What follows belongs to an exercise in optimizing a design on an open flow for small area and a short achievable clock period; a production flow would make more cautious choices. The RTL was checked by simulation tests, not by an equivalence proof against the original design. No activity file was given, so power comes from the tool's default toggle rates.

Design ifft_tf_mult, start of the top module:
module ifft_tf_mult #(
  parameter int DW   = 16,
  parameter int TW   = 12,
  parameter bit CONJ = 1'b1
) (
  input  logic                 clk,
  input  logic                 rst,
  input  logic                 in_valid,
  input  logic                 in_sop,
  input  logic                 in_tw_en,
  input  logic signed [DW-1:0] in_real,
  input  logic signed [DW-1:0] in_imag,
  output logic [2:0]           tf_addr,
  input  logic signed [TW-1:0] tf_real,
  input  logic signed [TW-1:0] tf_imag,
  output logic                 out_valid,
  output logic                 out_sop,
  output logic signed [DW-1:0] out_real,
  output logic signed [DW-1:0] out_imag,
  output logic                 ovf
);
==> flow/config.mk <==
export PLATFORM = sky130hd
export DESIGN_NAME = ifft_tf_mult
export DESIGN_NICKNAME = ifft_tf_mult
export VERILOG_FILES = /design/flow/design.v
export SDC_FILE = /design/flow/constraint.sdc
export NUM_CORES = 4
export LEC_CHECK = 0
export CAP_MARGIN = 20
export CORE_MARGIN = 2
export CORE_UTILIZATION = 55
export CTS_BUF_LIST = sky130_fd_sc_hd__clkbuf_8
export CTS_CLUSTER_DIAMETER = 50
export CTS_CLUSTER_SIZE = 16
export PLACE_DENSITY = 0.7
export SETUP_SLACK_MARGIN = 4.0
export SLEW_MARGIN = 20
export SYNTH_HIERARCHICAL = 1
export SYNTH_MINIMUM_KEEP_SIZE = 0
export TNS_END_PERCENT = 10
==> flow/constraint.sdc <==
create_clock -name core_clock -period 6.5 [get_ports {clk}]
set_input_delay 1.3000 -clock core_clock [delete_from_list [all_inputs] [get_ports {clk}]]
set_output_delay 1.3000 -clock core_clock [all_outputs]
set_load 0.01 [all_outputs]
standard.sh (not shown) runs the stock make flow with config.mk's settings and CLKGATE_MAP_FILE= SYNTH_SCRIPT=/design/flow/synth_recipe.tcl, a recipe that flattens the netlist after the stock synthesis.
==> flow/flow/run.sh <==
#!/bin/bash
# The standard layout, with the port buffers made of plain buf_2 cells instead of the
# delay-buffer cell buffer_ports picks by default. Every port still gets its own buffer.
set -euo pipefail
export BUFFER_PORTS_ARGS="-buffer_cell sky130_fd_sc_hd__buf_2"
bash standard.sh synth > synth.log 2>&1
bash standard.sh > layout.log 2>&1
Then changed:
--- a/flow/config.mk
+++ b/flow/config.mk
@@ -15,5 +15,4 @@
 export SETUP_SLACK_MARGIN = 4.0
-export SLEW_MARGIN = 20
+export SLEW_MARGIN = 75
 export SYNTH_HIERARCHICAL = 1
 export SYNTH_MINIMUM_KEEP_SIZE = 0
-export TNS_END_PERCENT = 10
Outcome:
- The new run finished clean
- die area does not change
- power went up slightly
- synthesized area does not change
- flip-flop and latch count is unchanged
- core utilization went up by 2.3 points

Another version of the RTL of ifft_tf_mult (not shown whole).
Size in the first run: ~430 flip-flops, about 99 I/O pins, ~27000 µm² of cells after synthesis.
export LEC_CHECK = 0
export CAP_MARGIN = 5
export CORE_MARGIN = 2
export CORE_UTILIZATION = 55
export CTS_BUF_LIST = sky130_fd_sc_hd__clkbuf_8
export CTS_CLUSTER_DIAMETER = 50
export CTS_CLUSTER_SIZE = 16
export PLACE_DENSITY = 0.7
export SETUP_SLACK_MARGIN = 4.0
export SLEW_MARGIN = 5
export SYNTH_HIERARCHICAL = 1
export SYNTH_MINIMUM_KEEP_SIZE = 0
create_clock -name core_clock -period 6.5 [get_ports {clk}]
Scripts as last shown in full above: flow/flow/run.sh
The first run produced a clean layout.
Change:
CAP_MARGIN = 20   (was 5)
CORE_UTILIZATION = 40   (was 55)
PLACE_DENSITY = not set   (was 0.7)
SLEW_MARGIN = 20   (was 5)
=>
- final cell count rose by 8.6%
- non-clock buffer count rose by 11
- register-to-register slack improves by 0.02 ns
- clock-buffer cell count rose by 1
- final area rose by 2.3%
Change:
SETUP_SLACK_MARGIN = 3.8   (was 4.0)
After rerunning: Clock power goes up by about 5%; routed wire length goes down by 2.8%; first-iteration DRC count goes up by 4.7%; final cell count goes down by 1.6%; total power goes down by 8.6%; final area goes down by 3.1%; via count goes down by 1.4%; sequential share of layout area goes up by 0.83 points.
Change:
SETUP_SLACK_MARGIN = 4.2   (was 3.8)
After rerunning: The new run passed the timing, design-rule and antenna checks; worst hold slack barely changes; cell area grows by 4.9%; count of clock-buffer cells in the layout grows by 3; first-iteration DRC count shrinks by 6.6%; flip-flop and latch count stays the same; combinational power grows by 19%.

## separate check: timing with driven ports
How much do the figures lean on ideal ports? The routed layouts below were timed once more, with nothing changed but the port constraints. Step 1 sets driving cells, clkbuf_16 on the clock port and buf_2 on the other inputs (assumed; they add their load-dependent delay and slew). Step 2, shift: input delay + t, output delay - t, t = (earliest + latest rising clock arrival at the registers) / 2. This alone moves slack from input paths to output paths. Slacks: ideal ports / drivers / drivers and shift; pairs: ideal ports / drivers.
run | shift t [ns] | setup slack, ns | worst setup path at the end
the first run of note 1 | 0.672 | 3.958 / 3.958 / 3.954 | input to register
the second run of note 1 | 0.708 | 3.973 / 3.922 / 3.973 | register to register
the first run of note 2 | 0.699 | 3.932 / 3.932 / 3.932 | register to register
the second run of note 2 | 0.732 | 3.956 / 3.910 / 3.950 | input to register
the third run of note 2 | 0.718 | 3.734 / 3.734 / 3.734 | register to register
the fourth run of note 2 | 0.728 | 3.922 / 3.915 / 3.899 | input to register
After both steps setup and hold are still met in every run listed. For the fourth run of note 2, which loses most, drivers alone change the setup slack by -0.007 ns; drivers and shift together by -0.023 ns.
